Background: an optimization exercise with open tools, aiming at small area, a short achievable clock period and few clock cycles. Do not read the settings as production practice.
Where RTL was checked, it was by simulation tests only, not by an equivalence proof against the original.
Only the layout flow was run in runs 1 and 3; the RTL was not checked for function there.
Power and IR drop assume default switching activity.

File: flow/config.mk
export PLATFORM = sky130hd
export DESIGN_NAME = source_text_tokenizer
export DESIGN_NICKNAME = source_text_tokenizer
export VERILOG_FILES = /design/flow/design.v
export SDC_FILE = /design/flow/constraint.sdc
export NUM_CORES = 4
export LEC_CHECK = 0
export CAP_MARGIN = 20
export CORE_MARGIN = 2
export CORE_UTILIZATION = 60
export CTS_BUF_LIST = sky130_fd_sc_hd__clkbuf_8
export SETUP_SLACK_MARGIN = 5
export SLEW_MARGIN = 20
File: flow/constraint.sdc
create_clock -name core_clock -period 10.0 [get_ports {clk}]
set_input_delay 2.0000 -clock core_clock [delete_from_list [all_inputs] [get_ports {clk}]]
set_output_delay 2.0000 -clock core_clock [all_outputs]
set_load 0.01 [all_outputs]
File: flow/design.v
package stt_pkg;
    localparam logic [5:0] K_STRING  = 6'd31;
    localparam logic [5:0] K_NUMBER  = 6'd32;
    localparam logic [5:0] K_CPP     = 6'd47;
    localparam logic [5:0] K_ERROR   = 6'd62;
    localparam logic [5:0] K_END     = 6'd63;
    localparam int TOK_W = 6 + 20 + 20 + 16 + 16 + 1;
    localparam logic [3:0] M_IDLE    = 4'd0;   
    localparam logic [3:0] M_HELD    = 4'd1;   
    localparam logic [3:0] M_PEND    = 4'd2;   
    localparam logic [3:0] M_ENDT    = 4'd3;   
    localparam logic [3:0] M_COMMENT = 4'd4;
    localparam logic [3:0] M_STRING  = 4'd5;
    localparam logic [3:0] M_WORD    = 4'd6;
    localparam logic [3:0] M_NUMBER  = 4'd7;
    localparam logic [3:0] M_CPP     = 4'd8;
    localparam logic [3:0] M_RESET   = 4'd9;   
    localparam int TRIE_W = 7;
    localparam logic [TRIE_W-1:0] TRIE_CPP = 7'd111;
    function automatic logic [TRIE_W-1:0] trie_first(input logic [7:0] c);
        logic [TRIE_W-1:0] t;
        case (c)
            8'h66: t = 7'd1;   
            8'h63: t = 7'd2;   
            8'h62: t = 7'd9;   
            8'h6c: t = 7'd13;   
            8'h74: t = 7'd15;   
            8'h69: t = 7'd21;   
            8'h65: t = 7'd22;   
            8'h72: t = 7'd25;   
            8'h73: t = 7'd31;   
            8'h6e: t = 7'd35;   
            8'h75: t = 7'd46;   
            8'h76: t = 7'd56;   
            default: t = '0;
        endcase
        trie_first = t;
    endfunction
    function automatic logic [TRIE_W-1:0] trie_step(input logic [TRIE_W-1:0] s, input logic [7:0] c);
        logic [TRIE_W-1:0] t;
        t = '0;
        case (s)
            7'd1: begin if (c == 8'h6e) t = 7'd98; if (c == 8'h61) t = 7'd18; if (c == 8'h6f) t = 7'd30; if (c == 8'h33) t = 7'd50; if (c == 8'h36) t = 7'd51; end   
            7'd2: begin if (c == 8'h6f) t = 7'd3; if (c == 8'h70) t = 7'd42; if (c == 8'h68) t = 7'd52; end   
            7'd3: begin if (c == 8'h6e) t = 7'd4; end   
            7'd4: begin if (c == 8'h74) t = 7'd5; end   
            7'd5: begin if (c == 8'h69) t = 7'd6; end   
            7'd6: begin if (c == 8'h6e) t = 7'd7; end   
            7'd7: begin if (c == 8'h75) t = 7'd8; end   
            7'd8: begin if (c == 8'h65) t = 7'd99; end   
            7'd9: begin if (c == 8'h72) t = 7'd10; if (c == 8'h6f) t = 7'd54; end   
            7'd10: begin if (c == 8'h65) t = 7'd11; end   
            7'd11: begin if (c == 8'h61) t = 7'd12; end   
            7'd12: begin if (c == 8'h6b) t = 7'd100; end   
            7'd13: begin if (c == 8'h65) t = 7'd14; end   
            7'd14: begin if (c == 8'h74) t = 7'd101; end   
            7'd15: begin if (c == 8'h72) t = 7'd16; end   
            7'd16: begin if (c == 8'h75) t = 7'd17; end   
            7'd17: begin if (c == 8'h65) t = 7'd102; end   
            7'd18: begin if (c == 8'h6c) t = 7'd19; end   
            7'd19: begin if (c == 8'h73) t = 7'd20; end   
            7'd20: begin if (c == 8'h65) t = 7'd103; end   
            7'd21: begin if (c == 8'h66) t = 7'd104; if (c == 8'h38) t = 7'd112; if (c == 8'h31) t = 7'd43; if (c == 8'h33) t = 7'd44; if (c == 8'h36) t = 7'd45; end   
            7'd22: begin if (c == 8'h6c) t = 7'd23; if (c == 8'h78) t = 7'd38; end   
            7'd23: begin if (c == 8'h73) t = 7'd24; end   
            7'd24: begin if (c == 8'h65) t = 7'd105; end   
            7'd25: begin if (c == 8'h65) t = 7'd26; end   
            7'd26: begin if (c == 8'h74) t = 7'd27; end   
            7'd27: begin if (c == 8'h75) t = 7'd28; end   
            7'd28: begin if (c == 8'h72) t = 7'd29; end   
            7'd29: begin if (c == 8'h6e) t = 7'd106; end   
            7'd30: begin if (c == 8'h72) t = 7'd107; end   
            7'd31: begin if (c == 8'h74) t = 7'd32; end   
            7'd32: begin if (c == 8'h72) t = 7'd124; end   
            7'd124: begin if (c == 8'h75) t = 7'd33; end   
            7'd33: begin if (c == 8'h63) t = 7'd34; end   
            7'd34: begin if (c == 8'h74) t = 7'd108; end   
            7'd35: begin if (c == 8'h75) t = 7'd36; end   
            7'd36: begin if (c == 8'h6c) t = 7'd37; end   
            7'd37: begin if (c == 8'h6c) t = 7'd109; end   
            7'd38: begin if (c == 8'h74) t = 7'd39; end   
            7'd39: begin if (c == 8'h65) t = 7'd40; end   
            7'd40: begin if (c == 8'h72) t = 7'd41; end   
            7'd41: begin if (c == 8'h6e) t = 7'd110; end   
            7'd42: begin if (c == 8'h70) t = 7'd111; end   
            7'd43: begin if (c == 8'h36) t = 7'd113; end   
            7'd44: begin if (c == 8'h32) t = 7'd114; end   
            7'd45: begin if (c == 8'h34) t = 7'd115; end   
            7'd46: begin if (c == 8'h38) t = 7'd116; if (c == 8'h31) t = 7'd47; if (c == 8'h33) t = 7'd48; if (c == 8'h36) t = 7'd49; end   
            7'd47: begin if (c == 8'h36) t = 7'd117; end   
            7'd48: begin if (c == 8'h32) t = 7'd118; end   
            7'd49: begin if (c == 8'h34) t = 7'd119; end   
            7'd50: begin if (c == 8'h32) t = 7'd120; end   
            7'd51: begin if (c == 8'h34) t = 7'd121; end   
            7'd52: begin if (c == 8'h61) t = 7'd53; end   
            7'd53: begin if (c == 8'h72) t = 7'd122; end   
            7'd54: begin if (c == 8'h6f) t = 7'd55; end   
            7'd55: begin if (c == 8'h6c) t = 7'd123; end   
            7'd56: begin if (c == 8'h6f) t = 7'd57; end   
            7'd57: begin if (c == 8'h69) t = 7'd58; end   
            7'd58: begin if (c == 8'h64) t = 7'd125; end   
            default: t = '0;
        endcase
        trie_step = t;
    endfunction
    function automatic logic [5:0] trie_kind(input logic [TRIE_W-1:0] s);
        trie_kind = s[6] ? s[5:0] : 6'd33;
    endfunction
    function automatic logic is_alpha(input logic [7:0] c);
        is_alpha = (c >= 8'h61 && c <= 8'h7A) || (c >= 8'h41 && c <= 8'h5A);
    endfunction
    function automatic logic is_digit(input logic [7:0] c);
        is_digit = c >= 8'h30 && c <= 8'h39;
    endfunction
    function automatic logic is_space(input logic [7:0] c);
        is_space = c == 8'h20 || (c >= 8'h09 && c <= 8'h0D);
    endfunction
    function automatic logic is_num_byte(input logic [7:0] c);
        is_num_byte = is_digit(c) || (c >= 8'h61 && c <= 8'h66) || (c >= 8'h41 && c <= 8'h46) ||
               c == 8'h5F || c == 8'h2E || c == 8'h78 || c == 8'h58 ||
               c == 8'h6F || c == 8'h4F;
    endfunction
    function automatic logic [5:0] single_kind(input logic [7:0] c);
        logic [5:0] k;
        case (c)
            8'h2B:   k = 6'd0;
            8'h2D:   k = 6'd1;
            8'h2A:   k = 6'd2;
            8'h25:   k = 6'd4;
            8'h5C:   k = 6'd6;
            8'h2F:   k = 6'd7;
            8'h28:   k = 6'd9;
            8'h29:   k = 6'd10;
            8'h3D:   k = 6'd11;
            8'h21:   k = 6'd13;
            8'h3E:   k = 6'd15;
            8'h3C:   k = 6'd17;
            8'h26:   k = 6'd20;
            8'h7C:   k = 6'd22;
            8'h7E:   k = 6'd23;
            8'h5E:   k = 6'd24;
            8'h2C:   k = 6'd25;
            8'h2E:   k = 6'd26;
            8'h3B:   k = 6'd27;
            8'h3A:   k = 6'd28;
            8'h7B:   k = 6'd29;
            8'h7D:   k = 6'd30;
            default: k = K_ERROR;
        endcase
        single_kind = k;
    endfunction
    function automatic logic pairable(input logic [7:0] c);
        pairable = c == 8'h2A || c == 8'h25 || c == 8'h2F || c == 8'h3D || c == 8'h21 ||
               c == 8'h3E || c == 8'h3C || c == 8'h26 || c == 8'h7C;
    endfunction
    function automatic logic [5:0] pair_kind(input logic [5:0] h, input logic [7:0] n);
        logic [5:0] k;
        k = K_ERROR;
        case (h)
            6'd2:  if (n == 8'h2A) k = 6'd2; else if (n == 8'h3D) k = 6'd3;
            6'd4:  if (n == 8'h3D) k = 6'd5;
            6'd7:  if (n == 8'h2F) k = K_END; else if (n == 8'h3D) k = 6'd8;
            6'd11: if (n == 8'h3D) k = 6'd12;
            6'd13: if (n == 8'h3D) k = 6'd14;
            6'd15: if (n == 8'h3D) k = 6'd16;
            6'd17: if (n == 8'h3D) k = 6'd18;
            6'd20: if (n == 8'h26) k = 6'd19;
            6'd22: if (n == 8'h7C) k = 6'd21;
            default: ;
        endcase
        pair_kind = k;
    endfunction
    localparam int F_LF = 0, F_QUOTE = 1, F_ALNUM = 2, F_NUMB = 3, F_DOT = 4, F_RBRACE = 5, F_SLASH = 6, F_SPACE = 7;
    localparam int F_W = 8;
    function automatic logic [F_W-1:0] byte_flags(input logic [7:0] c);
        logic [F_W-1:0] f;
        f[F_LF]     = c == 8'h0A;
        f[F_QUOTE]  = c == 8'h22;
        f[F_ALNUM]  = is_alpha(c) || is_digit(c);
        f[F_NUMB]   = is_num_byte(c);
        f[F_DOT]    = c == 8'h2E;
        f[F_RBRACE] = c == 8'h7D;
        f[F_SLASH]  = c == 8'h2F;
        f[F_SPACE]  = is_space(c);
        byte_flags = f;
    endfunction
endpackage
module stt_queue #(
    parameter int N = 1
) (
    input  logic        clk,
    input  logic        rst_n,
    input  logic        push,
    input  logic [stt_pkg::TOK_W-1:0] wr_data,
    input  logic        out_stall,
    output logic        out_valid,
    output logic [stt_pkg::TOK_W-1:0] head,
    output logic        full
);
    localparam int CW = $clog2(N + 1);
    logic [stt_pkg::TOK_W-1:0] mem_reg [0:N-1];
    logic [CW-1:0] count_reg, count_next;
    logic          pop;
    assign out_valid = count_reg != '0;
    assign head      = mem_reg[0];
    assign full      = count_reg == CW'(N) && !pop;
    assign pop       = out_valid && !out_stall;
    assign count_next = count_reg + CW'(push) - CW'(pop);
    always_ff @(posedge clk or negedge rst_n)
    begin
        if (!rst_n) count_reg <= '0;
        else        count_reg <= count_next;
    end
    for (genvar i = 0; i < N; i++)
    begin : g_ent
        logic [stt_pkg::TOK_W-1:0] held, shifted;
        assign held = (push && count_reg == CW'(i)) ? wr_data : mem_reg[i];
        if (i < N - 1)
        begin : g_sh
            assign shifted = (push && count_reg == CW'(i + 1)) ? wr_data : mem_reg[i + 1];
        end
        else
        begin : g_last
            assign shifted = wr_data;
        end
        always_ff @(posedge clk)
            mem_reg[i] <= pop ? shifted : held;
    end
endmodule
module stt_front (
    input  logic        clk,
    input  logic        rst_n,
    input  logic        ib_v,
    input  logic [7:0]  c,
    input  logic        eot,
    input  logic [stt_pkg::F_W-1:0] f,
    input  logic        full,
    output logic        consume,
    output logic        push,
    output logic [stt_pkg::TOK_W-1:0] tok
);
    logic [3:0]  mode_r, mode_n;
    logic        fl_r, fl_n;
    logic [5:0]  hk_r, hk_n;
    logic [stt_pkg::TRIE_W-1:0] trie_r, trie_n;
    logic        pts_r, pts_n;
    logic [7:0]  depth_r, depth_n;
    logic        dlow_r;
    logic [15:0] span_r, span_n, span_inc;
    logic [19:0] off_r, off_n, off_inc;
    logic [19:0] line_r, line_n, line_inc;
    logic [15:0] col_r, col_n, col_inc;
    logic [19:0] ooff_r, ooff_n;
    logic [19:0] oline_r, oline_n;
    logic [15:0] ocol_r, ocol_n;
    logic        idle_emit, step;
    logic        emit, relex, endpos, last, lf, prev;
    logic [5:0]  kind, pk;
    logic [15:0] len;
    assign idle_emit = mode_r == stt_pkg::M_PEND || mode_r == stt_pkg::M_ENDT;
    assign step      = (fl_r || ib_v || idle_emit) && !(emit && full);
    assign consume   = step && !fl_r && ib_v;
    assign span_inc = (span_r == 16'hFFFF) ? span_r : span_r + 16'd1;
    assign off_inc  = (off_r == 20'hFFFFF) ? off_r : off_r + 20'd1;
    assign line_inc = (line_r == 20'hFFFFF) ? line_r : line_r + 20'd1;
    assign col_inc  = (col_r == 16'hFFFF) ? col_r : col_r + 16'd1;
    assign lf       = f[stt_pkg::F_LF];
    always_comb
    begin
        mode_n  = mode_r;
        fl_n    = 1'b0;
        hk_n    = hk_r;
        trie_n  = trie_r;
        pts_n   = pts_r;
        depth_n = depth_r;
        span_n  = span_r;
        ooff_n  = ooff_r;
        oline_n = oline_r;
        ocol_n  = ocol_r;
        off_n   = off_r;
        line_n  = line_r;
        col_n   = col_r;
        emit    = 1'b0;
        relex   = 1'b0;
        endpos  = 1'b0;
        kind    = hk_r;
        len     = '0;
        last    = 1'b1;
        pk      = stt_pkg::pair_kind(hk_r, c);
        prev    = 1'b0;
        if (fl_r)
        begin
            emit = mode_r != stt_pkg::M_IDLE && mode_r != stt_pkg::M_COMMENT && mode_r != stt_pkg::M_RESET;
            last = 1'b0;
            case (mode_r)
                stt_pkg::M_STRING: begin kind = stt_pkg::K_STRING; len = span_r; end
                stt_pkg::M_WORD:   begin kind = stt_pkg::trie_kind(trie_r);
                                         len = (trie_r == stt_pkg::TRIE_CPP) ? 16'd0 : span_r; end
                stt_pkg::M_NUMBER: begin kind = stt_pkg::K_NUMBER; len = span_r; end
                stt_pkg::M_CPP:    begin kind = stt_pkg::K_CPP; len = span_r; end
                default:           kind = hk_r;
            endcase
            mode_n = (mode_r == stt_pkg::M_RESET) ? stt_pkg::M_IDLE : stt_pkg::M_ENDT;
            ooff_n  = off_r;
            oline_n = '0;
            ocol_n  = '0;
            off_n  = '0;
            line_n = 20'd1;
            col_n  = '0;
        end
        else if (!ib_v)
        begin
            emit   = idle_emit;
            endpos = (mode_r == stt_pkg::M_ENDT);
            kind   = endpos ? stt_pkg::K_END : hk_r;
            mode_n = stt_pkg::M_IDLE;
        end
        else
        begin
            hk_n    = stt_pkg::single_kind(c);
            trie_n  = stt_pkg::trie_step(trie_r, c);
            pts_n   = pts_r | f[stt_pkg::F_DOT];
            span_n  = span_inc;
            depth_n = 8'd1;
            off_n  = off_inc;
            col_n  = col_inc;
            if (lf)
            begin
                line_n = line_inc;
                col_n  = '0;
            end
            case (mode_r)
                stt_pkg::M_ENDT:
                begin
                    emit   = 1'b1;
                    endpos = 1'b1;
                    kind   = stt_pkg::K_END;
                    relex  = 1'b1;
                    prev   = 1'b1;
                end
                stt_pkg::M_PEND:
                begin
                    emit  = 1'b1;
                    relex = 1'b1;
                    prev  = 1'b1;
                end
                stt_pkg::M_HELD:
                begin
                    mode_n = stt_pkg::M_IDLE;
                    if (hk_r == 6'd7 && f[stt_pkg::F_SLASH])
                        mode_n = stt_pkg::M_COMMENT;
                    else if (pk != stt_pkg::K_ERROR)
                    begin
                        emit = 1'b1;
                        kind = pk;
                    end
                    else
                    begin
                        emit  = 1'b1;
                        relex = 1'b1;
                    end
                end
                stt_pkg::M_COMMENT:
                begin
                    if (lf) mode_n = stt_pkg::M_IDLE;
                end
                stt_pkg::M_STRING:
                begin
                    if (f[stt_pkg::F_QUOTE] || lf)
                    begin
                        emit   = 1'b1;
                        kind   = stt_pkg::K_STRING;
                        len    = span_r;
                        mode_n = stt_pkg::M_IDLE;
                    end
                    else
                        span_n = span_inc;
                end
                stt_pkg::M_WORD:
                begin
                    if (f[stt_pkg::F_ALNUM])
                    begin
                    end
                    else if (trie_r == stt_pkg::TRIE_CPP)
                    begin
                        mode_n  = stt_pkg::M_CPP;
                        span_n  = '0;
                    end
                    else
                    begin
                        emit  = 1'b1;
                        kind  = stt_pkg::trie_kind(trie_r);
                        len   = span_r;
                        relex = 1'b1;
                    end
                end
                stt_pkg::M_NUMBER:
                begin
                    if (f[stt_pkg::F_NUMB])
                    begin
                        span_n = span_inc;
                        if (f[stt_pkg::F_DOT])
                        begin
                            pts_n = 1'b1;
                            if (pts_r)
                            begin
                                emit   = 1'b1;
                                kind   = stt_pkg::K_NUMBER;
                                len    = span_inc;
                                mode_n = stt_pkg::M_IDLE;
                            end
                        end
                    end
                    else
                    begin
                        emit  = 1'b1;
                        kind  = stt_pkg::K_NUMBER;
                        len   = span_r;
                        relex = 1'b1;
                    end
                end
                stt_pkg::M_CPP:
                begin
                    depth_n = depth_r;
                    if (c == 8'h7B)
                    begin
                        if (depth_r != 8'd255) depth_n = depth_r + 8'd1;
                    end
                    else if (f[stt_pkg::F_RBRACE])
                        depth_n = depth_r - 8'd1;
                    if (f[stt_pkg::F_RBRACE] && dlow_r)
                    begin
                        emit   = 1'b1;
                        kind   = stt_pkg::K_CPP;
                        len    = span_inc;
                        mode_n = stt_pkg::M_IDLE;
                    end
                end
                default:
                    relex = 1'b1;
            endcase
            if (relex)
            begin
                mode_n  = stt_pkg::M_IDLE;
                ooff_n  = off_r;
                oline_n = line_r;
                ocol_n  = col_r;
                if (f[stt_pkg::F_SPACE])
                begin
                end
                else if (stt_pkg::pairable(c))
                begin
                    hk_n   = stt_pkg::single_kind(c);
                    mode_n = stt_pkg::M_HELD;
                end
                else if (c == 8'h22)
                begin
                    span_n = '0;
                    mode_n = stt_pkg::M_STRING;
                end
                else if (stt_pkg::is_alpha(c))
                begin
                    trie_n = stt_pkg::trie_first(c);
                    span_n = 16'd1;
                    mode_n = stt_pkg::M_WORD;
                end
                else if (stt_pkg::is_digit(c))
                begin
                    span_n = 16'd1;
                    pts_n  = 1'b0;
                    mode_n = stt_pkg::M_NUMBER;
                end
                else
                begin
                    hk_n   = stt_pkg::single_kind(c);
                    mode_n = stt_pkg::M_PEND;
                    last   = prev;
                end
            end
            if (eot)
            begin
                last = prev;
                fl_n = 1'b1;
            end
        end
    end
    assign push    = step && emit;
    assign tok = {kind, ooff_r, oline_r, ocol_r, len, last};
    always_ff @(posedge clk or negedge rst_n)
    begin
        if (!rst_n)
        begin
            mode_r <= stt_pkg::M_RESET;
            fl_r   <= 1'b1;
        end
        else if (step)
        begin
            mode_r <= mode_n;
            fl_r   <= fl_n;
        end
    end
    always_ff @(posedge clk)
    begin
        if (step)
        begin
            off_r   <= off_n;
            line_r  <= line_n;
            col_r   <= col_n;
            hk_r    <= hk_n;
            trie_r  <= trie_n;
            pts_r   <= pts_n;
            depth_r <= depth_n;
            dlow_r  <= depth_n <= 8'd2;
            span_r  <= span_n;
            ooff_r  <= ooff_n;
            oline_r <= oline_n;
            ocol_r  <= ocol_n;
        end
    end
endmodule
module stt_back (
    input  logic       clk,
    input  logic       rst_n,
    input  logic       in_valid,
    input  logic [7:0] ch,
    input  logic       end_of_text,
    input  logic       consume,
    output logic       in_stall,
    output logic       ib_v,
    output logic [7:0] ib_ch,
    output logic       ib_eot,
    output logic [stt_pkg::F_W-1:0] ib_f
);
    logic       accept;
    logic [7:0] s_ch;
    logic       s_eot;
    assign accept = in_valid && !in_stall;
    assign ib_f   = stt_pkg::byte_flags(ib_ch);
    always_ff @(posedge clk or negedge rst_n)
    begin
        if (!rst_n)
        begin
            ib_v     <= 1'b0;
            in_stall <= 1'b0;
        end
        else
        begin
            ib_v     <= accept || in_stall || (ib_v && !consume);
            in_stall <= (in_stall || (accept && ib_v)) && !consume;
        end
    end
    always_ff @(posedge clk)
    begin
        if (!ib_v || consume)
        begin
            ib_ch  <= in_stall ? s_ch : ch;
            ib_eot <= in_stall ? s_eot : end_of_text;
        end
        if (accept)
        begin
            s_ch  <= ch;
            s_eot <= end_of_text;
        end
    end
endmodule
module source_text_tokenizer (
    input  logic        clk,
    input  logic        rst_n,
    input  logic        in_valid,
    output logic        in_stall,
    input  logic [7:0]  ch,
    input  logic        end_of_text,
    output logic        out_valid,
    input  logic        out_stall,
    output logic [5:0]  token_kind,
    output logic [19:0] start_offset,
    output logic [19:0] start_line,
    output logic [15:0] start_column,
    output logic [15:0] span_length,
    output logic        last_of_run
);
    logic        ib_v, ib_eot, consume, push, full;
    logic [7:0]  ib_ch;
    logic [stt_pkg::F_W-1:0] ib_f;
    logic [stt_pkg::TOK_W-1:0] tok, head;
    stt_back u_in (
        .clk         (clk),
        .rst_n       (rst_n),
        .in_valid    (in_valid),
        .ch          (ch),
        .end_of_text (end_of_text),
        .consume     (consume),
        .in_stall    (in_stall),
        .ib_v        (ib_v),
        .ib_ch       (ib_ch),
        .ib_eot      (ib_eot),
        .ib_f        (ib_f)
    );
    stt_front u_front (
        .clk     (clk),
        .rst_n   (rst_n),
        .ib_v    (ib_v),
        .c       (ib_ch),
        .eot     (ib_eot),
        .f       (ib_f),
        .full    (full),
        .consume (consume),
        .push    (push),
        .tok     (tok)
    );
    stt_queue u_queue (
        .clk       (clk),
        .rst_n     (rst_n),
        .push      (push),
        .wr_data   (tok),
        .out_stall (out_stall),
        .out_valid (out_valid),
        .head      (head),
        .full      (full)
    );
    assign {token_kind, start_offset, start_line, start_column, span_length, last_of_run} = head;
endmodule
File: flow/flow/run.sh
#!/bin/bash
# Standard layout; ports are buffered with the smallest buffer, and timing
# repair aims 7 ns below the clock period (the SDC is unchanged)
bash standard.sh "BUFFER_PORTS_ARGS=-buffer_cell sky130_fd_sc_hd__buf_1" SETUP_SLACK_MARGIN=7 finish > standard.log 2>&1
File: flow/standard.sh
#!/bin/bash
# synth_recipe.tcl (not shown) runs the flow's synth.tcl, then flattens the netlist and writes it again
# the make line also repeats each setting of config.mk as NAME=value (left out here)
make -C /OpenROAD-flow-scripts/flow DESIGN_CONFIG=/design/flow/config.mk WORK_HOME=/design/flow/orfs CLKGATE_MAP_FILE= SYNTH_SCRIPT=/design/flow/synth_recipe.tcl "${@:-finish}"
==> results.cfg, run 1 <==
[status]
status = finished clean

[global_route]
grt_pass1_vias = 13350
grt_max_degree = 58
grt_overflow = 0
antenna_found_initial = 0
grt_pass1_wl_microns = 74690
globalRouteTotalUtil_pct = 36.22

[timing]
slew_viol_final = 0
finalSetupViolations = 0
max_freq_mhz = 310.1
rsz0062_at_grt = yes
slew_headroom_pct = 28.57
holdWs_ns = 0.4074
fin_crit_sh_pct = 32.25
worst_pin_slew_ns = 1.067
period_needed_ns = 3.225
final.setup.worst_slack_ns = 6.775
setup_tns_ns = 0
skew_ns = 0.04019
final-hold-violation-count = 0

[cells_and_area]
antenna_cells = 0
final_nets = 1694
final_cell_mix = 248 x edfxtp_1, 127 x nor2_1, 111 x nand2_1
drive_gt1_share_pct = 25.51
finalNonFillerCells = 2035
layout_commonest_cell = edfxtp_1
syn2layout_area_growth_pct = 24.98
largest_register_ffs = 79
post-route-util_pct = 75.85
final_area_sq_um = 18940

[clock_network]
postCtsHoldBufs = 0
cts_tree = done
clk_root_buffer_cell = clkbuf_8
cts_buffers = 42
path_clk_slew_ns = 0.06
h-tree-depth = 2
clockBufferDepth = 3
insertion_delay_ns = 0.58
clock-sinks = 256

[synthesis]
yosysTopAreaCell = edfxtp_1
synth_top_family_by_area = simple AND/OR/NAND/NOR gates
synth_ff_type = edfxtp_1
synthesis.nets = 1501
synthSimpleGateAreaFrac_pct = 23.91
synth_compound_area_share_pct = 16.75
synthTopCellsByArea = edfxtp_1 49%, nor2_1 3.3%, nand2_1 2.9%, a21oi_1 2.7%, o21ai_0 2.6%
synth_top_cell_area_share_pct = 49.15
synth.avg_cell_area_sq_um = 10.22
synth.ff_latch_count = 256
synth_fa_ha_area_share_pct = 0.4955
synth-edff-count = 248
yosys-mux-area-fraction_pct = 1.148
syn_area_sq_um = 15150
post_synth_num_cell_types = 102
ys_seq_area_share_pct = 50.50
async_reset_ff_share_pct = 3.125
synthXorXnorAreaFrac_pct = 3.237
yosys_warnings = 4
syn_inst = 1482

[floorplanning]
die_h_microns = 162.9
ioPinCount = 94
core_sq_um = 24960
placementRows = 58
initial_core_util_pct = 60.69
die_x_microns = 162.9
die_area_sq_um = 26540

[worst_setup_path]
critPathLaunchType = flip-flop
endpoint_kind = flip-flop
critical_path_required_ns = 10.29
worst_ep_arrival_time_ns = 3.52
cp_max_fo = 16
worstSetupPathType = flip-flop to flip-flop

[placement]
finalWeightedCongestion = 0.9976
preCtsSetupSlack_ns = 5.519
place_hpwl_microns = 28970
place_area_sq_um = 15700
port_buffers = 93
post-place-cells = 1816

[detailed_routing]
via_per_inst = 7.283
first_pass_iters = 13
drtIter0Drc = 2943
num_vias = 14820
wirelength_microns = 52260
ant_nets = 0
drt-wirelength-per-cell_microns = 25.68
drc = 0

[power]
finalPower_mw = 7.205
power.density_nw_per_um2 = 380.5
peakVddDrop_uv = 247.2
p_leak_nw = 6.742

[job]
maxCapViolations = 0

[worst_hold_path]
hold_path.class = flip-flop to flip-flop
-- cells by family after synthesis --
family / count (synthesis)
AND/OR/NAND/NOR: 639
AO/OA/AOI/OAI: 370
flip-flops: 256
buffers and inverters: 139
XOR/XNOR: 56
multiplexers: 16
adder cells (fa/ha/maj): 6
-- cells in the mapped netlist, types with 6 or more instances --
library cell and count:
nand2b_1 15, a21o_1 8, buf_1 10, nand4bb_1 6, nor2_1 134, xor2_1 34
o211ai_1 7, nor2b_1 52, o21ai_0 79, a221oi_1 7, and2_1 13, buf_2 23
nor4bb_1 7, xnor2_1 22, nand2_1 117, or3_1 21, o32ai_1 6, nor4b_1 7
edfxtp_1 248, o21a_1 7, or4_1 8, a211o_1 6, a211oi_1 11, a31oi_1 26
and4_1 13, ha_1 6, mux2_2 11, nor4_1 21, o2111ai_1 11, nand3_1 77
o31a_1 6, clkbuf_1 73, and3_1 19, nand4_1 30, o22ai_1 17, nor3_2 11
o31ai_1 25, nor3_1 30, a21oi_1 83, nor3b_1 7, inv_1 22
-- critical path: stages (launching register included) --
cell and delay (ns):
edfxtp_1 0.48, buf_4 0.22, buf_2 0.20, or4_1 0.47, or3_1 0.55, nand2_4 0.27
inv_1 0.12, a311oi_4 0.30, buf_6 0.19, buf_6 0.14
-- per-layer routing --
layer / part of all wire, % / GRT usage, % / up-vias
met5: 0 / 0 / -
met4: 7.7 / 19.39 / 0
met1: 34 / 46.94 / 6796
li1: - / - / 6138
met3: 13 / 7.054 / 425
met2: 45 / 57.82 / 1462
-- worst paths after layout --
check / depth (start not counted) / end / start / slack (ns)
worst max register to register: 9 / u_front.line_r[18] / u_in.ib_ch[6] / 6.77
worst max-delay path: 9 / u_front.line_r[18] / u_in.ib_ch[6] / 6.77
worst min-delay path: 0 / u_queue.mem_reg[0][32] / u_front.ocol_r[15] / 0.41
min in group asynchronous: 1 / u_front.mode_r[2] / rst_n / 1.39
max in group asynchronous: 1 / u_in.in_stall / rst_n / 8.17
worst min register to register: 0 / u_queue.mem_reg[0][32] / u_front.ocol_r[15] / 0.41
-- power breakdown --
group / total [mW] / switching, mW / internal, mW
clock: 0.888 / 0.432 / 0.455
combinational: 3.83 / 2.23 / 1.60
sequential: 2.49 / 0.449 / 2.04
-- area by class of cell --
type                            count  area (sq um)
Multi-Input combinational cell   1097          7742
Sequential cell                   256          7666
Fill cell                        1506          6028
Timing Repair Buffer              255          2237
Clock buffer                       43         591.8
Tap cell                          330         412.9
Clock inverter                     31         196.4
Inverter                           23         88.84
-- what timing repair did --
action	4_1_cts	5_1_grt
gates cloned	22	7
endpoints found under the setup margin	396	354
resized for setup	107	154
pin swaps	33	20
buffers inserted	84	32
==> run 2: changes to the inputs <==
--- a/flow/design.v
+++ b/flow/design.v
@@ -536,5 +536,4 @@
     logic       s_eot;
     assign accept = in_valid && !in_stall;
-    assign ib_f   = stt_pkg::byte_flags(ib_ch);
     always_ff @(posedge clk or negedge rst_n)
     begin
@@ -555,4 +554,5 @@
         begin
             ib_ch  <= in_stall ? s_ch : ch;
+            ib_f   <= stt_pkg::byte_flags(in_stall ? s_ch : ch);
             ib_eot <= in_stall ? s_eot : end_of_text;
         end
==> flow/flow/run.sh (replaced) <==
#!/bin/bash
# Standard layout; ports are buffered with the smallest buffer, and timing
# repair aims 7.3 ns below the clock period (the SDC is unchanged)
bash standard.sh "BUFFER_PORTS_ARGS=-buffer_cell sky130_fd_sc_hd__buf_1" SETUP_SLACK_MARGIN=7.3 finish > standard.log 2>&1
==> run 2 against run 1 <==
- still clean
- critical path depth fell by 8
- combinational power fell by 6.0%
- cell area rose by 3.8%
- utilization rose by 4.5 points
- synthesized area fell by 0.59%
- final cell count rose by 2.5%
- sequential power rose by 2%
- non-clock buffer count rose by 41
- critical path type is now flip-flop to output pin
- highest routed layer unchanged
==> results.cfg, run 2 <==
[synthesis]
synth_ff_type = edfxtp_1
synth-edff-count = 256
synthTopCellsByArea = edfxtp_1 51%, nor2_1 3.6%, nand2_1 3.2%, a21oi_1 2.6%, o21ai_0 2.5%
yosysTopAreaCell = edfxtp_1
synthesis.nets = 1503
synth.ff_latch_count = 264
yosysMostFrequentCell = edfxtp_1
synth_top_cell_area_share_pct = 51.04
ys_seq_area_share_pct = 52.39
post_synth_num_cell_types = 83
synth.avg_cell_area_sq_um = 10.15
yosys_warnings = 4
syn_area_sq_um = 15060
async_reset_ff_share_pct = 3.030
yosys-top-cells-count = 256 x edfxtp_1, 145 x nor2_1, 129 x nand2_1, 77 x a21oi_1, 76 x o21ai_0
syn_inst = 1484

[placement]
post-place-cells = 1827
port_buffers = 93
finalWeightedCongestion = 1.023
place_hpwl_microns = 27950
place_area_sq_um = 15790

[worst_setup_path]
worst-path-buf-inv = 1
slowest_delay_ns = 0.49
rr_startpoint = u_front.trie_r[0]
critPathLaunchType = flip-flop
worstSetupPathType = flip-flop to output pin
cp_cell_sequence = buf_6
cp_max_fo = 2
crit_path_top_delay_cell = dfrtp_4
endpoint_kind = output pin
worst_ep_arrival_time_ns = 1.20
cp-startpoint = u_in.in_stall
crit_family = flip-flops
critical_path_required_ns = 8.00

[detailed_routing]
drtIter0Drc = 2529
num_vias = 14760
drt-wirelength-per-cell_microns = 24.64
wirelength_microns = 51400
first_pass_iters = 10
drc = 0
ant_nets = 0
via_per_inst = 7.075

[floorplanning]
core_sq_um = 24460
placementRows = 57
die_x_microns = 162.4
die_area_sq_um = 26390
ioPinCount = 94
initial_core_util_pct = 61.57
die_h_microns = 162.4

[clock_network]
clock-sinks = 264
h-tree-depth = 2
path_clk_slew_ns = 0.06
insertion_delay_ns = 0.58
cts_tree = done
clockBufferDepth = 3
clk_root_buffer_cell = clkbuf_8
postCtsHoldBufs = 0
cts_buffers = 43

[global_route]
grt_overflow = 0
grt_pass1_vias = 13650
grt_max_degree = 74
globalRouteTotalUtil_pct = 36.10
grt_pass1_wl_microns = 74510
antenna_found_initial = 0

[cells_and_area]
final_area_sq_um = 19650
num-fill-cells = 1322
layout_commonest_cell = edfxtp_1
final_nets = 1753
finalNonFillerCells = 2086
final_cell_mix = 256 x edfxtp_1, 125 x buf_4, 122 x nand2_1
antenna_cells = 0
drive_gt1_share_pct = 30.65
largest_register_ffs = 79
syn2layout_area_growth_pct = 30.49

[timing]
slew_viol_final = 0
skew_ns = 0.02937
setup_tns_ns = 0
fin_crit_sh_pct = 32.04
slew_headroom_pct = 35.29
period_needed_ns = 3.204
max_freq_mhz = 312.1
rsz0062_at_grt = yes
finalSetupViolations = 0
final-hold-violation-count = 0
worst_pin_slew_ns = 0.9575

[power]
power.density_nw_per_um2 = 358.7
finalPower_mw = 7.051
p_leak_nw = 7.175
peakVddDrop_uv = 248.5

[worst_hold_path]
hold_path.class = flip-flop to flip-flop
min-delay-start = u_front.ooff_r[7]

[job]
maxCapViolations = 0

[status]
status = finished clean
run 2: cell types whose count changed after synthesis, sizes merged, moves of 9 or more:
cell / before / now
a22oi: 4 / 15
or2: 5 / 15
o22ai: 17 / 26
nand2: 117 / 129
o31ai: 26 / 12
nor2: 134 / 145
buf: 42 / 27
run 2: path summary, 6_finish.rpt:
kind / endpoint / slack (ns) / cells after the start
setup reg to reg: u_front.line_r[7] / 6.87 / 10
hold reg to reg: u_queue.mem_reg[0][60] / 0.42 / 0
setup / recovery: in_stall / 6.80 / 1
min in group asynchronous: u_front.mode_r[1] / 1.44 / 1
max in group asynchronous: u_queue.count_reg / 8.03 / 1
hold / removal: u_queue.mem_reg[0][60] / 0.42 / 0
run 2: area by class of cell:
class                      count  area, sq um  share of cell area [%]
sequential                   264         7913                   40.26
tap                          324        405.4                   2.063
clock buffer                  43        591.8                   3.011
inverter                      30        123.9                  0.6303
clock inverter                30        220.2                   1.120
timing repair buffer         296         2532                   12.89
multi-input combinational   1099         7868                   40.03
run 2: power by group:
group	internal, mW	switching [mW]
sequential	2.08	0.454
combinational	1.52	2.08
clock	0.480	0.441
run 2: layer usage:
metal	vias up	global-route usage, %	share of wire (%)
met4	0	19.67	6.9
met1	6803	46.65	35
met2	1391	57.49	46
li1	6180	-	-
met3	384	7.436	12
met5	-	0	0
run 2: timing repair:
action,4_1_cts,5_1_grt
cloned,19,2
endpoints found under the setup margin,398,391
gates resized for setup,190,199
pin swaps,44,59
buffers inserted,121,44
run 2: stage by stage:
step / hold WS, ns / utilization (%) / setup slack (ns)
after floorplan: 0.4003 / - / 6.091
after global placement: 0.4007 / 64.53 / 6.016
after detailed placement: 0.4045 / 64.53 / 5.991
after CTS: 0.4154 / 76.26 / 6.794
after global routing: 0.4289 / 80.34 / 6.774
final: 0.4182 / 80.34 / 6.796
run 2: logic make-up (layout without fill, tap and decap cells):
kind of cell / after synthesis / count (layout) / synth area share [%]
AND/OR/NAND/NOR: 661 / 663 / 23.50
AO/OA/AOI/OAI: 353 / 356 / 15.80
flip-flops: 264 / 264 / 52.39
buffers and inverters: 126 / 399 / 3.323
XOR/XNOR: 59 / 59 / 3.431
multiplexers: 15 / 15 / 1.055
adder cells (fa/ha/maj): 6 / 6 / 0.4984
Testbench counts of run 2, summed over its fixed seeds: cycles 18,569.
==> run 3: changes to the inputs <==
--- a/flow/design.v
+++ b/flow/design.v
@@ -171,6 +171,7 @@
         pair_kind = k;
     endfunction
-    localparam int F_LF = 0, F_QUOTE = 1, F_ALNUM = 2, F_NUMB = 3, F_DOT = 4, F_RBRACE = 5, F_SLASH = 6, F_SPACE = 7;
-    localparam int F_W = 8;
+    localparam int F_LF = 0, F_QUOTE = 1, F_ALNUM = 2, F_NUMB = 3, F_DOT = 4, F_RBRACE = 5, F_SLASH = 6, F_SPACE = 7,
+                   F_EQ = 8, F_STAR = 9, F_AMP = 10, F_BAR = 11;
+    localparam int F_W = 12;
     function automatic logic [F_W-1:0] byte_flags(input logic [7:0] c);
         logic [F_W-1:0] f;
@@ -183,6 +184,17 @@
         f[F_SLASH]  = c == 8'h2F;
         f[F_SPACE]  = is_space(c);
+        f[F_EQ]     = c == 8'h3D;
+        f[F_STAR]   = c == 8'h2A;
+        f[F_AMP]    = c == 8'h26;
+        f[F_BAR]    = c == 8'h7C;
         byte_flags = f;
     endfunction
+    function automatic logic pairs(input logic [5:0] h, input logic [F_W-1:0] f);
+        logic eq_ok;
+        eq_ok = h == 6'd2 || h == 6'd4 || h == 6'd7 || h == 6'd11 || h == 6'd13 ||
+                h == 6'd15 || h == 6'd17;
+        pairs = (eq_ok && f[F_EQ]) || (h == 6'd2 && f[F_STAR]) || (h == 6'd20 && f[F_AMP]) ||
+                (h == 6'd22 && f[F_BAR]);
+    endfunction
 endpackage
 module stt_queue #(
@@ -350,5 +362,5 @@
                     if (hk_r == 6'd7 && f[stt_pkg::F_SLASH])
                         mode_n = stt_pkg::M_COMMENT;
-                    else if (pk != stt_pkg::K_ERROR)
+                    else if (stt_pkg::pairs(hk_r, f))
                     begin
                         emit = 1'b1;
==> flow/flow/run.sh (replaced) <==
#!/bin/bash
# Standard layout; ports are buffered with the smallest buffer, and timing
# repair aims 7 ns below the clock period (the SDC is unchanged)
bash standard.sh "BUFFER_PORTS_ARGS=-buffer_cell sky130_fd_sc_hd__buf_1" SETUP_SLACK_MARGIN=7 finish > standard.log 2>&1
==> run 3 against run 2 <==
- first-iteration DRC count shrank 23%
- via count is 9.4% lower
- final cell count decreased by 3.2%
- non-clock buffer count is 103 lower
- highest routed layer unchanged
- still clean on timing, DRC and antenna
- clock power down 9.6%
- utilization down 9.3 points
- hold slack worse by 0.012 ns
- clock skew rose by 0.0030 ns
- register-to-register slack gained 0.02 ns
==> results.cfg, run 3 <==
[status]
status = finished clean

[synthesis]
yosys_warnings = 4
synth.avg_cell_area_sq_um = 10.29
yosysMostFrequentCell = edfxtp_1
post_synth_num_cell_types = 99
synthTopCellsByArea = edfxtp_1 50%, nor2_1 3.6%, nand2_1 2.8%, o21ai_0 2.3%, xor2_1 2.3%
synth_top_cell_area_share_pct = 49.96
syn_area_sq_um = 15630
synth-edff-count = 260
syn_inst = 1519
yosysTopAreaCell = edfxtp_1
async_reset_ff_share_pct = 2.985
synth_ff_type = edfxtp_1
yosys-top-cells-count = 260 x edfxtp_1, 148 x nor2_1, 118 x nand2_1, 73 x o21ai_0, 69 x a21oi_1
synth.ff_latch_count = 268
synthesis.nets = 1538
ys_seq_area_share_pct = 51.26

[detailed_routing]
first_pass_iters = 6
via_per_inst = 6.624
drt-wirelength-per-cell_microns = 21.90
drtIter0Drc = 1944
drc = 0
ant_nets = 0
wirelength_microns = 44220
num_vias = 13370

[clock_network]
cts_tree = done
clk_root_buffer_cell = clkbuf_8
cts_buffers = 44
clock-sinks = 268
postCtsHoldBufs = 0
h-tree-depth = 2
clockBufferDepth = 3
path_clk_slew_ns = 0.06
insertion_delay_ns = 0.57

[timing]
worst_pin_slew_ns = 1.051
finalSetupViolations = 0
rsz0062_at_grt = yes
slew_viol_final = 0
holdWs_ns = 0.4059
max_freq_mhz = 316.2
skew_ns = 0.03241
setup_tns_ns = 0
period_needed_ns = 3.162
slew_headroom_pct = 29.00
final-hold-violation-count = 0
fin_crit_sh_pct = 31.62

[worst_setup_path]
endpoint = in_stall
endpoint_kind = output pin
ff2ff_setup_slack_ns = 6.89
cp_max_fo = 2
worst-path-buf-inv = 1
cp-startpoint = u_in.in_stall
critical_path_cell_count = 1
r2r_end = u_front.ocol_r[4]
slowest_delay_ns = 0.48
cp_cell_sequence = buf_6
critPathLaunchType = flip-flop
r2r_cells = 10
worst_ep_arrival_time_ns = 1.16
worstSetupPathType = flip-flop to output pin
crit_family = flip-flops
critical_path_required_ns = 8.00
rr_startpoint = u_front.hk_r[4]
crit_path_top_delay_cell = dfrtp_4

[cells_and_area]
largest_register_ffs = 79
layout_commonest_cell = edfxtp_1
num-fill-cells = 1825
drive_gt1_share_pct = 21.50
final_cell_mix = 260 x edfxtp_1, 140 x nor2_1, 113 x nand2_1
syn2layout_area_growth_pct = 17.40
seq_area_sq_um = 8025
final_nets = 1672
antenna_cells = 0
multi_input_area_sq_um = 7536

[power]
peakVddDrop_uv = 252.2
p_leak_nw = 6.521
finalPower_mw = 6.371
power.density_nw_per_um2 = 347.3
combPwrFrac_pct = 46.3
power.switching_mw = 2.678
seq_power_share_pct = 40.6
sw_frac_of_total_pct = 42.03
p_clk_share_pct = 13.1
p_int_mw = 3.693

[worst_hold_path]
min-delay-start = u_front.ooff_r[5]
hold_path.class = flip-flop to flip-flop

[global_route]
grt_max_degree = 79
antenna_found_initial = 1
grt_overflow = 0
grt_pass1_vias = 12010
grt_pass1_wl_microns = 65320
globalRouteTotalUtil_pct = 30.57

[floorplanning]
ioPinCount = 94
die_area_sq_um = 27360
initial_core_util_pct = 60.49
die_h_microns = 165.4
die_x_microns = 165.4
placementRows = 59
core_sq_um = 25840

[placement]
port_buffers = 93
finalWeightedCongestion = 0.9886
place_hpwl_microns = 28270

[job]
maxCapViolations = 0
-- run 3: cell types whose count changed after synthesis, sizes merged, moves of 6 or more --
cell,change
nor4b,+8
nand2,-11
a21o,+8
a32oi,-6
buf,+10
mux2i,+6
o22ai,-7
o31ai,+8
nand3,-6
a21oi,-7
-- run 3: worst reg2reg max path: cells and delay by family, from the launching register on --
family | cells | cell delay [ns]
buffers and inverters | 4 | 0.63
AOI/OAI and AO/OA | 3 | 0.64
DFF | 1 | 0.42
and+or+nand+nor | 3 | 1.13
-- run 3: how the worst min path moves through the flow --
stage                                        end  cells past startpoint
after floorplan           u_queue.mem_reg[0][17]                      0
after global placement    u_queue.mem_reg[0][50]                      0
after detailed placement  u_queue.mem_reg[0][64]                      0
after CTS                 u_queue.mem_reg[0][17]                      0
after global routing      u_queue.mem_reg[0][17]                      0
final                     u_queue.mem_reg[0][58]                      0
-- run 3: layout make-up --
| cell class | instances | share of cell area, % |
|---|---|---|
| timing repair buffer | 193 | 8.176 |
| clock buffer | 44 | 3.301 |
| multi-input combinational | 1115 | 41.07 |
| sequential | 268 | 43.74 |
| tap | 335 | 2.285 |
| clock inverter | 33 | 0.7911 |
| inverter | 31 | 0.6342 |
-- run 3: power groups by stage --
| stage | combinational (mW) | clock, mW | sequential, mW |
|---|---|---|---|
| final | 2.95 | 0.833 | 2.59 |
| after global routing | 3.18 | 0.897 | 2.65 |
| after CTS | 2.55 | 0.845 | 2.57 |
| after detailed placement | 2.19 | 0 | 2.71 |
| after global placement | 2.16 | 0 | 2.68 |
| after floorplan | 1.68 | 0 | 2.51 |
-- run 3: cells by family after synthesis --
group           Yosys count  share of synthesized area (%)
xor+xnor                 59                          3.306
fa+ha+maj                 6                         0.4803
buf+inv                 138                          3.931
mux                      22                          1.473
simple gates            669                          24.01
compound gates          357                          15.54
flops                   268                          51.26
-- run 3: routing by layer --
| metal | routed length [microns] | vias up | global-route usage [%] | share of wire (%) |
|---|---|---|---|---|
| met5 | 0 | - | 0 | 0 |
| met2 | 20300 | 781 | 46.61 | 46 |
| met3 | 4317 | 141 | 6.444 | 9.8 |
| li1 | - | 6118 | - | - |
| met1 | 18130 | 6333 | 43.24 | 41 |
| met4 | 1473 | 0 | 11.44 | 3.3 |
-- run 3: per-stage QoR --
stage          utilization [%]  worst slack (ns)  cells  area, sq um
5_1_grt                  71.01             6.800   2019        18350
2_1_floorplan                -             5.701   1519        15820
6_report                 71.01             6.838   2019        18350
3_5_place_dp             63.00             5.917   1860        16280
4_1_cts                  67.93             6.795   1979        17550
3_3_place_gp             63.00             5.997   1860        16280
-- run 3: what timing repair did --
action	4_1_cts	5_1_grt
setup endpoints to repair	379	306
buffers inserted	38	32
gates cloned	4	8
pin swaps	2	17
gates resized for setup	49	140

[re-timing with driven ports]
How much do the figures lean on ideal ports? The routed layouts below were timed once more, with nothing changed but the port constraints.
Step 1: set_driving_cell puts a clkbuf_16 on clk and a buf_2 on each other input, an assumption about the parent block.
Step 2 also shifts input and output timing later by t, the mid clock arrival at the registers, as if the neighbouring blocks saw the same clock.
a / b / c = no drivers / after step 1 / after step 2; a / b = the first two.
| run | shift t [ns] | setup WS [ns] | worst setup path after step 2 |
|---|---|---|---|
| run 1 | 0.609 | 6.775 / 6.775 / 6.286 | input to register |
| run 2 | 0.613 | 6.796 / 6.750 / 6.194 | input to register |
| run 3 | 0.595 | 6.838 / 6.794 / 6.330 | input to register |
After both steps setup and hold are still met in every run listed. The setup slack of run 2, which loses most, moves by -0.046 ns with the drivers and by -0.602 ns with both steps.
